This design comes from an exercise in tuning for small area, a short achievable clock period and few clock cycles per item on the open sky130 flow, not from production work. Function was checked by simulation only, so behaviour that the tests miss may differ from the original. Power figures rest on the tool's default switching activity, not on a simulated workload.

==> design/flow/design.v <==
`timescale 1ns / 1ps
package hno_pkg;
    localparam int NUM_CORNERS = 6;
    localparam logic [2:0] LAST_CORNER = 3'd5;
    localparam logic [15:0] RADIUS_RESET = 16'd256;
    localparam logic [16:0] SQRT3_HALF_Q16 = 17'd56756;
    localparam logic [31:0] ROUND_HALF_Q16 = 32'd32768;
    localparam logic signed [21:0] Q20_MAX = 22'sd524287;
    localparam logic signed [21:0] Q20_MIN = -22'sd524288;
    typedef enum logic [1:0] {
        MAG_ZERO,
        MAG_HALF,
        MAG_SQRT3,
        MAG_ONE
    } t_mag;
    localparam logic [NUM_CORNERS-1:0] SIN_NEG = 6'b110000;
    localparam logic [NUM_CORNERS-1:0] COS_NEG = 6'b011100;
    typedef enum logic [2:0] {
        ST_CLEAR,
        ST_IDLE,
        ST_POINT,
        ST_CELL,
        ST_CHECK,
        ST_EMIT
    } t_state;
    typedef struct packed {
        logic       start;
        logic       point;
        logic       lookup;
        logic       check;
        logic       clr;
        logic       load_out;
        logic [2:0] corner;
        logic [2:0] slot;
    } t_cmd;
    typedef struct packed {
        logic       clr_done;
        logic       out_free;
        logic [2:0] count;
    } t_sts;
endpackage
`timescale 1ns / 1ps
module hno_ram #(
    parameter int WIDTH = 1,
    parameter int DEPTH = 4096
) (
    input  logic                     i_clk,
    input  logic                     i_we,
    input  logic [$clog2(DEPTH)-1:0] i_waddr,
    input  logic [WIDTH-1:0]         i_wdata,
    input  logic [$clog2(DEPTH)-1:0] i_raddr,
    output logic [WIDTH-1:0]         o_rdata
);
    logic [WIDTH-1:0] r_mem [DEPTH];
    logic [WIDTH-1:0] r_rdata;
    always_ff @(posedge i_clk) begin
        if (i_we) begin
            r_mem[i_waddr] <= i_wdata;
        end
        r_rdata <= r_mem[i_raddr];
    end
    assign o_rdata = r_rdata;
endmodule
`timescale 1ns / 1ps
module hno_ctrl
(
    input  logic i_clk,
    input  logic i_rst_n,
    input  logic i_s_tvalid,
    output logic o_s_tready,
    input  hno_pkg::t_sts i_sts,
    output hno_pkg::t_cmd o_cmd
);
    hno_pkg::t_state     r_state, n_state;
    logic [2:0] r_k, n_k;
    logic [2:0] r_e, n_e;
    logic       w_accept;
    logic       w_emit_last;
    assign w_accept = i_s_tvalid && (r_state == hno_pkg::ST_IDLE);
    assign w_emit_last = (i_sts.count == 3'd0) || (r_e == i_sts.count - 3'd1);
    always_ff @(posedge i_clk) begin
        if (!i_rst_n) begin
            r_state <= hno_pkg::ST_CLEAR;
            r_k     <= 3'd0;
            r_e     <= 3'd0;
        end else begin
            r_state <= n_state;
            r_k     <= n_k;
            r_e     <= n_e;
        end
    end
    always_comb begin
        n_state = r_state;
        n_k     = r_k;
        n_e     = r_e;
        case (r_state)
            hno_pkg::ST_CLEAR: begin
                if (i_sts.clr_done) begin
                    n_state = hno_pkg::ST_IDLE;
                end
            end
            hno_pkg::ST_IDLE: begin
                if (w_accept) begin
                    n_state = hno_pkg::ST_POINT;
                    n_k     = 3'd0;
                end
            end
            hno_pkg::ST_POINT: begin
                n_state = hno_pkg::ST_CELL;
            end
            hno_pkg::ST_CELL: begin
                n_state = hno_pkg::ST_CHECK;
            end
            hno_pkg::ST_CHECK: begin
                if (r_k == hno_pkg::LAST_CORNER) begin
                    n_state = hno_pkg::ST_EMIT;
                    n_e     = 3'd0;
                end else begin
                    n_state = hno_pkg::ST_POINT;
                    n_k     = r_k + 3'd1;
                end
            end
            hno_pkg::ST_EMIT: begin
                if (i_sts.out_free) begin
                    if (w_emit_last) begin
                        n_state = hno_pkg::ST_IDLE;
                    end else begin
                        n_e = r_e + 3'd1;
                    end
                end
            end
            default: begin
                n_state = hno_pkg::ST_CLEAR;
            end
        endcase
    end
    always_comb begin
        o_cmd        = '0;
        o_cmd.corner = r_k;
        o_cmd.slot   = r_e;
        o_s_tready   = 1'b0;
        case (r_state)
            hno_pkg::ST_CLEAR: begin
                o_cmd.clr = 1'b1;
            end
            hno_pkg::ST_IDLE: begin
                o_s_tready  = 1'b1;
                o_cmd.start = w_accept;
            end
            hno_pkg::ST_POINT: begin
                o_cmd.point = 1'b1;
            end
            hno_pkg::ST_CELL: begin
                o_cmd.lookup = 1'b1;
            end
            hno_pkg::ST_CHECK: begin
                o_cmd.check = 1'b1;
            end
            hno_pkg::ST_EMIT: begin
                o_cmd.load_out = i_sts.out_free;
            end
            default: begin
                o_cmd = '0;
            end
        endcase
    end
endmodule
`timescale 1ns / 1ps
module hno_datapath
#(
    parameter int GRID_SIDE = 32
) (
    input  logic        i_clk,
    input  logic        i_rst_n,
    input  logic        i_cfg_we,
    input  logic [15:0] i_cfg_wdata,
    input  logic [39:0] i_s_tdata,
    output logic        o_m_tvalid,
    input  logic        i_m_tready,
    output logic [47:0] o_m_tdata,
    output logic        o_m_tlast,
    output logic [0:0]  o_m_tuser,
    input  hno_pkg::t_cmd        i_cmd,
    output hno_pkg::t_sts        o_sts
);
    localparam int CELLS  = GRID_SIDE * GRID_SIDE;
    localparam int ADDR_W = $clog2(CELLS);
    localparam int VW     = 22 + $clog2(GRID_SIDE);
    localparam int QW     = VW - 8;
    localparam logic signed [VW-1:0] GS = GRID_SIDE;
    localparam logic [QW-1:0] CELLS_Q = QW'(CELLS);
    localparam logic [ADDR_W-1:0] LAST_ADDR = ADDR_W'(CELLS - 1);
    localparam logic signed [VW-1:0] V_LOW = -256;
    logic [15:0]              r_radius;
    logic [15:0]              r_mag_s;
    logic signed [19:0]       r_cx, r_cy, r_rx, r_ry;
    logic                     r_have;
    logic signed [19:0]       r_px, r_py;
    logic [ADDR_W-1:0]        r_addr;
    logic                     r_inr;
    logic [41:0]              r_dx2, r_dy2;
    logic [ADDR_W-1:0]        r_clr;
    logic [2:0]               r_n;
    logic [42:0]              r_sd [hno_pkg::NUM_CORNERS];
    logic [2:0]               r_sk [hno_pkg::NUM_CORNERS];
    logic signed [19:0]       r_sx [hno_pkg::NUM_CORNERS];
    logic signed [19:0]       r_sy [hno_pkg::NUM_CORNERS];
    logic                     r_ov;
    logic [47:0]              r_odata;
    logic                     r_olast;
    logic                     r_ofound;
    logic [31:0]              w_prod;
    logic [15:0]              w_mag_h;
    logic signed [16:0]       w_off_x, w_off_y;
    logic signed [21:0]       w_sum_x, w_sum_y;
    logic signed [VW-1:0]     w_xe, w_ye, w_v;
    logic [QW-1:0]            w_vq;
    logic [ADDR_W-1:0]        w_raddr;
    logic                     w_inr;
    logic signed [20:0]       w_dx, w_dy;
    logic signed [41:0]       w_sqx, w_sqy;
    logic                     w_rdata;
    logic                     w_free;
    logic                     w_we;
    logic [ADDR_W-1:0]        w_waddr;
    logic [42:0]              w_dist;
    logic [hno_pkg::NUM_CORNERS-1:0]   w_gt;
    logic [42:0]              n_sd [hno_pkg::NUM_CORNERS];
    logic [2:0]               n_sk [hno_pkg::NUM_CORNERS];
    logic signed [19:0]       n_sx [hno_pkg::NUM_CORNERS];
    logic signed [19:0]       n_sy [hno_pkg::NUM_CORNERS];
    function automatic hno_pkg::t_mag f_sin_mag(input logic [2:0] k);
        case (k)
            3'd1, 3'd2, 3'd4, 3'd5: f_sin_mag = hno_pkg::MAG_SQRT3;
            default:                f_sin_mag = hno_pkg::MAG_ZERO;
        endcase
    endfunction
    function automatic hno_pkg::t_mag f_cos_mag(input logic [2:0] k);
        case (k)
            3'd0, 3'd3: f_cos_mag = hno_pkg::MAG_ONE;
            default:    f_cos_mag = hno_pkg::MAG_HALF;
        endcase
    endfunction
    function automatic logic signed [16:0] f_offset(
        input hno_pkg::t_mag        mag,
        input logic        neg,
        input logic [15:0] r,
        input logic [15:0] h,
        input logic [15:0] s
    );
        logic [15:0] m;
        case (mag)
            hno_pkg::MAG_ZERO:  m = 16'd0;
            hno_pkg::MAG_HALF:  m = h;
            hno_pkg::MAG_SQRT3: m = s;
            hno_pkg::MAG_ONE:   m = r;
            default:   m = 16'd0;
        endcase
        f_offset = neg ? -$signed({1'b0, m}) : $signed({1'b0, m});
    endfunction
    function automatic logic signed [19:0] f_sat(input logic signed [21:0] v);
        if (v > hno_pkg::Q20_MAX) begin
            f_sat = 20'sh7FFFF;
        end else if (v < hno_pkg::Q20_MIN) begin
            f_sat = 20'sh80000;
        end else begin
            f_sat = v[19:0];
        end
    endfunction
    assign w_prod  = (r_radius * hno_pkg::SQRT3_HALF_Q16[15:0]) + hno_pkg::ROUND_HALF_Q16;
    assign w_mag_h = 16'(({1'b0, r_radius} + 17'd1) >> 1);
    assign w_off_x = f_offset(f_sin_mag(i_cmd.corner), hno_pkg::SIN_NEG[i_cmd.corner],
                              r_radius, w_mag_h, r_mag_s);
    assign w_off_y = f_offset(f_cos_mag(i_cmd.corner), hno_pkg::COS_NEG[i_cmd.corner],
                              r_radius, w_mag_h, r_mag_s);
    assign w_sum_x = r_cx + w_off_x;
    assign w_sum_y = r_cy + w_off_y;
    assign w_xe    = r_px;
    assign w_ye    = r_py;
    assign w_v     = w_xe + w_ye * GS;
    assign w_vq    = w_v[VW-1:8];
    assign w_inr   = (w_v > V_LOW) && (w_v[VW-1] || (w_vq < CELLS_Q));
    assign w_raddr = w_v[VW-1] ? '0 : w_vq[ADDR_W-1:0];
    assign w_dx  = r_px - r_rx;
    assign w_dy  = r_py - r_ry;
    assign w_sqx = w_dx * w_dx;
    assign w_sqy = w_dy * w_dy;
    assign w_free  = i_cmd.check && r_inr && !w_rdata;
    assign w_we    = i_cmd.clr || w_free;
    assign w_waddr = i_cmd.clr ? r_clr : r_addr;
    assign w_dist  = {1'b0, r_dx2} + {1'b0, r_dy2};
    hno_ram #(
        .WIDTH (1),
        .DEPTH (CELLS)
    ) u_map (
        .i_clk   (i_clk),
        .i_we    (w_we),
        .i_waddr (w_waddr),
        .i_wdata (!i_cmd.clr),
        .i_raddr (w_raddr),
        .o_rdata (w_rdata)
    );
    always_comb begin
        for (int j = 0; j < hno_pkg::NUM_CORNERS; j++) begin
            w_gt[j] = (3'(j) < r_n) && (r_sd[j] > w_dist);
        end
        for (int j = 0; j < hno_pkg::NUM_CORNERS; j++) begin
            if (w_gt[j] || (3'(j) == r_n)) begin
                n_sd[j] = w_dist;
                n_sk[j] = i_cmd.corner;
                n_sx[j] = r_px;
                n_sy[j] = r_py;
            end else begin
                n_sd[j] = r_sd[j];
                n_sk[j] = r_sk[j];
                n_sx[j] = r_sx[j];
                n_sy[j] = r_sy[j];
            end
        end
        for (int j = 1; j < hno_pkg::NUM_CORNERS; j++) begin
            if (w_gt[j-1]) begin
                n_sd[j] = r_sd[j-1];
                n_sk[j] = r_sk[j-1];
                n_sx[j] = r_sx[j-1];
                n_sy[j] = r_sy[j-1];
            end
        end
    end
    always_ff @(posedge i_clk) begin
        if (!i_rst_n) begin
            r_radius <= hno_pkg::RADIUS_RESET;
            r_rx     <= '0;
            r_ry     <= '0;
            r_have   <= 1'b0;
            r_clr    <= '0;
            r_n      <= 3'd0;
            r_ov     <= 1'b0;
        end else begin
            if (i_cfg_we) begin
                r_radius <= i_cfg_wdata;
            end
            if (i_cmd.clr) begin
                r_clr <= r_clr + ADDR_W'(1);
            end
            if (i_cmd.start) begin
                r_n <= 3'd0;
                if (!r_have) begin
                    r_rx   <= $signed(i_s_tdata[19:0]);
                    r_ry   <= $signed(i_s_tdata[39:20]);
                    r_have <= 1'b1;
                end
            end
            if (w_free) begin
                r_n <= r_n + 3'd1;
            end
            if (i_cmd.load_out) begin
                r_ov <= 1'b1;
            end else if (i_m_tready) begin
                r_ov <= 1'b0;
            end
        end
    end
    always_ff @(posedge i_clk) begin
        r_mag_s <= w_prod[31:16];
        if (i_cmd.start) begin
            r_cx <= $signed(i_s_tdata[19:0]);
            r_cy <= $signed(i_s_tdata[39:20]);
        end
        if (i_cmd.point) begin
            r_px <= f_sat(w_sum_x);
            r_py <= f_sat(w_sum_y);
        end
        if (i_cmd.lookup) begin
            r_addr <= w_raddr;
            r_inr  <= w_inr;
            r_dx2  <= $unsigned(w_sqx);
            r_dy2  <= $unsigned(w_sqy);
        end
        if (w_free) begin
            for (int j = 0; j < hno_pkg::NUM_CORNERS; j++) begin
                r_sd[j] <= n_sd[j];
                r_sk[j] <= n_sk[j];
                r_sx[j] <= n_sx[j];
                r_sy[j] <= n_sy[j];
            end
        end
        if (i_cmd.load_out) begin
            if (r_n == 3'd0) begin
                r_odata  <= '0;
                r_ofound <= 1'b0;
                r_olast  <= 1'b1;
            end else begin
                r_odata  <= {5'd0, r_sy[i_cmd.slot], r_sx[i_cmd.slot], r_sk[i_cmd.slot]};
                r_ofound <= 1'b1;
                r_olast  <= (i_cmd.slot == r_n - 3'd1);
            end
        end
    end
    assign o_sts.clr_done = (r_clr == LAST_ADDR);
    assign o_sts.out_free = !r_ov || i_m_tready;
    assign o_sts.count    = r_n;
    assign o_m_tvalid = r_ov;
    assign o_m_tdata  = r_odata;
    assign o_m_tlast  = r_olast;
    assign o_m_tuser  = r_ofound;
endmodule
`timescale 1ns / 1ps
module hex_neighbour_order
#(
    parameter int GRID_SIDE = 32
) (
    input  logic        i_clk,
    input  logic        i_rst_n,
    input  logic        i_cfg_we,
    input  logic [15:0] i_cfg_wdata,    
    input  logic        i_s_tvalid,
    output logic        o_s_tready,
    input  logic [39:0] i_s_tdata,      
    output logic        o_m_tvalid,
    input  logic        i_m_tready,
    output logic [47:0] o_m_tdata,      
    output logic        o_m_tlast,
    output logic [0:0]  o_m_tuser       
);
    hno_pkg::t_cmd w_cmd;
    hno_pkg::t_sts w_sts;
    hno_ctrl u_ctrl (
        .i_clk      (i_clk),
        .i_rst_n    (i_rst_n),
        .i_s_tvalid (i_s_tvalid),
        .o_s_tready (o_s_tready),
        .i_sts      (w_sts),
        .o_cmd      (w_cmd)
    );
    hno_datapath #(
        .GRID_SIDE (GRID_SIDE)
    ) u_dp (
        .i_clk       (i_clk),
        .i_rst_n     (i_rst_n),
        .i_cfg_we    (i_cfg_we),
        .i_cfg_wdata (i_cfg_wdata),
        .i_s_tdata   (i_s_tdata),
        .o_m_tvalid  (o_m_tvalid),
        .i_m_tready  (i_m_tready),
        .o_m_tdata   (o_m_tdata),
        .o_m_tlast   (o_m_tlast),
        .o_m_tuser   (o_m_tuser),
        .i_cmd       (w_cmd),
        .o_sts       (w_sts)
    );
endmodule
==> design/flow/run.sh <==
#!/bin/bash
# synth_recipe.tcl (not shown) runs the flow's synth.tcl, then flattens the netlist and writes it again
# the make line also repeats each setting of config.mk as NAME=value (left out here)
make -C /OpenROAD-flow-scripts/flow DESIGN_CONFIG=/design/flow/config.mk WORK_HOME=/design/flow/orfs CLKGATE_MAP_FILE= SYNTH_SCRIPT=/design/flow/synth_recipe.tcl finish
==> design/flow/config.mk <==
export PLATFORM = sky130hd
export DESIGN_NAME = hex_neighbour_order
export DESIGN_NICKNAME = hex_neighbour_order
export VERILOG_FILES = /design/flow/design.v
export SDC_FILE = /design/flow/constraint.sdc
export NUM_CORES = 4
export LEC_CHECK = 0
export CAP_MARGIN = 20
export CORE_MARGIN = 2
export CORE_UTILIZATION = 40
export SLEW_MARGIN = 20
export SYNTH_MEMORY_MAX_BITS = 8192
==> design/flow/constraint.sdc <==
create_clock -name core_clock -period 12.0 [get_ports {i_clk}]
set_input_delay 2.4000 -clock core_clock [delete_from_list [all_inputs] [get_ports {i_clk}]]
set_output_delay 2.4000 -clock core_clock [all_outputs]
set_load 0.01 [all_outputs]
==> run summary <==
status complete, no violations; CTS Buf Count 195; DR pass1 iterations 6; f_max 88.3 MHz; IO Count 113; Final Slew Violations 0; CP max-delay cell fa_1; Post-Synthesis Cell Area 124000 µm²; Tmin final 11.33 ns; Layout Cells excl Fill 15.6k; H-tree Lvls 4; register bit count reported by yosys 1855; DP HPWL 272000 µm; met3 Usage GRT 4.05%; Fin Setup TNS 0 ns; global routing usage on met2 42.8%; clk buf depth 3; Max-slew headroom 6.62%; Final ANT Viol Nets 0; FP Rows 204; Clock Tree Root clkbuf_16; Synth cell types 91; Yosys top cell area share 42.7%; CTS tree built; Slew @ Worst Pin 1.40 ns; hold-fix buffer count after cts 0; Initial DRC Count 9982; via/cell ratio 5.68; CP max FO 10; synthesis-to-layout area growth 10.6%; first-pass GRT wire length 592000 µm; Via Count 88.6k; Final Hold Vio Count 0; Mapped Avg Cell Area 11.0 µm²; ys async rst share 0%; core box area 308000 µm²; Die Area 314000 µm²; Synth Instances 11.3k; Avg WL per Cell 25.6 µm; pin count of the biggest net entering global routing 279; I/O Buffers 107; startpoint types flip-flop; total gr overflow 0; vias in the first global route 91.5k; Hold/Removal Path Class reg2reg; PD cells 107 nW/µm²; initial antenna violation count 25; Final period util 94.4%; gr usage total 25.2%; die width 560 µm; nets@finish 13.1k; Worst EP arrival 11.89 ns; commonest non-fill, non-tap cells in the layout edfxtp_1 (1758), nor2_1 (1686), inv_1 (1325); Sink Count 1855; Die Y 560 µm; Synth Warn # 11; main area contributors after synthesis edfxtp_1 (43%), fa_1 (15%), ha_1 (7.7%), nor2_1 (5.2%), inv_1 (4.0%); Max Cap Violations 0; GR Util met1 31.1%; Final setup violation count 0; peak per-stage delay on the critical path 0.55 ns; WL final 399000 µm; leakage power 53.5 nW; RD Place Congestion 0.918; Final Skew 0.107 ns; commonest non-fill, non-tap cell in the layout edfxtp_1; kind of critical path reg2reg; clk latency of the worst-skew pair 0.89 ns; Reg clk slew, reported paths 0.06 ns; peak supply drop 0.167 mV; main flop type after synthesis edfxtp_1; CP required 12.56 ns; biggest area consumer among synthesized cells edfxtp_1; Post-synth EDFFs 1758; Seq/Total Area, Yosys 44.2%; Power Total 14.6 mW; Util after Layout 44.4%; most frequent CP cell fa_1; Initial Util 40.1%; layout cells sized above 1 9.92%; # placed instances 15.2k; GRT busiest layer met2; critical path endpoint category flip-flop; # DRC 0
-- per-stage QoR --
step / hold slack [ns] / setup WS, ns / instance area, µm²
after floorplan: 0.436 / 1.19 / 124000
after global placement: 0.445 / 0.451 / 130000
after detailed placement: 0.447 / 0.496 / 130000
after CTS: 0.456 / 0.409 / 137000
after global routing: 0.471 / -0.00585 / 137000
final: 0.455 / 0.670 / 137000
-- path summary, 6_finish.rpt --
check                      from              to  slack, ns  cells past startpoint
setup / recovery   u_dp.r_px[0]  u_dp.r_dx2[41]       0.67                     43
hold / removal    u_dp.r_rx[15]   u_dp.r_rx[15]       0.46                      2
setup reg to reg   u_dp.r_px[0]  u_dp.r_dx2[41]       0.67                     43
hold reg to reg   u_dp.r_rx[15]   u_dp.r_rx[15]       0.46                      2
-- cell usage after synthesis, types with 12 or more instances --
library cell and n:
a2111oi_0 17, a211oi_1 38, a21boi_0 16, a21o_1 108
a21oi_1 413, a221oi_1 16, a22oi_1 139, a311oi_1 15
a31o_2 17, a31oi_1 138, and2_1 19, and3_1 31
buf_1 91, buf_2 25, clkbuf_1 438, dfxtp_1 97
edfxtp_1 1758, fa_1 931, ha_1 764, inv_1 1330
mux2_2 425, mux2i_1 61, mux4_2 15, nand2_1 966
nand2b_1 80, nand3_1 166, nand4_1 113, nor2_1 1698
nor2b_1 82, nor3_1 106, nor4_1 21, o2111ai_1 26
o211ai_1 53, o21a_1 60, o21ai_0 284, o21bai_1 28
o221ai_1 61, o22a_1 12, o22ai_1 49, o31ai_1 23
or2_2 17, or3_1 30, xnor2_1 207, xor2_1 109
-- power by group --
group	total (mW)	switching [mW]	internal, mW
sequential	7.07	0.0456	7.02
combinational	1.50	0.923	0.575
clock	6.07	2.70	3.37
-- kinds of logic after synthesis --
| family | count (synthesis) | share of synthesized area, % |
|---|---|---|
| other | 1 | 0.00303 |
| multiplexers | 506 | 4.70 |
| XOR/XNOR | 316 | 2.24 |
| flip-flops | 1855 | 44.2 |
| adder cells (fa/ha/maj) | 1695 | 22.8 |
| AND/OR/NAND/NOR | 3377 | 11.5 |
| buffers and inverters | 1899 | 5.80 |
| AO/OA/AOI/OAI | 1636 | 8.71 |
-- final cells by class --
class	instances	area, µm²
antenna	10	25.0
clock buffer	260	5220
clock inverter	102	1150
fill	28767	172000
inverter	1340	5050
multi-input combinational	7535	62300
sequential	1855	54700
tap	4120	5150
timing repair buffer	367	3130
-- metal layers --
metal | share of wire (%) | wire (µm)
met5 | 0.017 | 69
met4 | 5.7 | 22600
met3 | 8.0 | 31900
met2 | 48 | 193000
met1 | 38 | 152000
-- timing repair --
| action | CTS | global route |
|---|---|---|
| buffers inserted | 0 | 6 |
| setup endpoints to repair | 0 | 3 |
| resized for setup | 0 | 3 |
-- sequential cells by signal, summed over array words and instances (netlist names), 3 cells and up --
signal	cells
u_ctrl.r_e	3
u_ctrl.r_k	3
u_ctrl.r_state	3
u_dp.r_addr	10
u_dp.r_clr	10
u_dp.r_cx	20
u_dp.r_cy	20
u_dp.r_dx2	41
u_dp.r_dy2	41
u_dp.r_mag_s	16
u_dp.r_n	3
u_dp.r_odata	43
u_dp.r_px	20
u_dp.r_py	20
u_dp.r_radius	16
u_dp.r_rx	20
u_dp.r_ry	20
u_dp.r_sd	258
u_dp.r_sk	18
u_dp.r_sx	120
u_dp.r_sy	120
u_dp.u_map.r_mem	1024
-- worst max-delay path, delay by kind of cell (launching register included) --
kind,cells,cell delay (ns)
fa+ha+maj,10,4.53
compound gates,17,3.79
simple gates,7,1.02
buf+inv,7,0.98
flops,1,0.45
xor+xnor,2,0.29
Testbench counts, summed over its fixed seeds: cycles 60,584, items 2,400.

-- what the ideal ports hide --
Ports are ideal in the flow. The routed layout listed here was re-timed in OpenROAD.
Step 1 (the two cells are an assumption about what drives the block):
set clk [get_ports {i_clk}]
set_driving_cell -lib_cell sky130_fd_sc_hd__clkbuf_16 $clk
set_driving_cell -lib_cell sky130_fd_sc_hd__buf_2 [delete_from_list [all_inputs] $clk]
Step 2 moves the port delays by t, midway between the first and last clock arrival at a register: inputs arrive t later, outputs are due t later. That takes back most of the time a late clock gives input paths.
Slacks: ideal / step 1 / step 2; pairs: ideal / step 1.
shift t [ns]: 0.938
setup slack, ns: 0.670 / 0.670 / 0.670
worst register clock-pin slew, ns: 0.07 / 0.07
After both steps setup and hold are still met in this run. For this run, drivers alone change the setup slack by 0.000 ns; drivers and shift together by 0.000 ns.
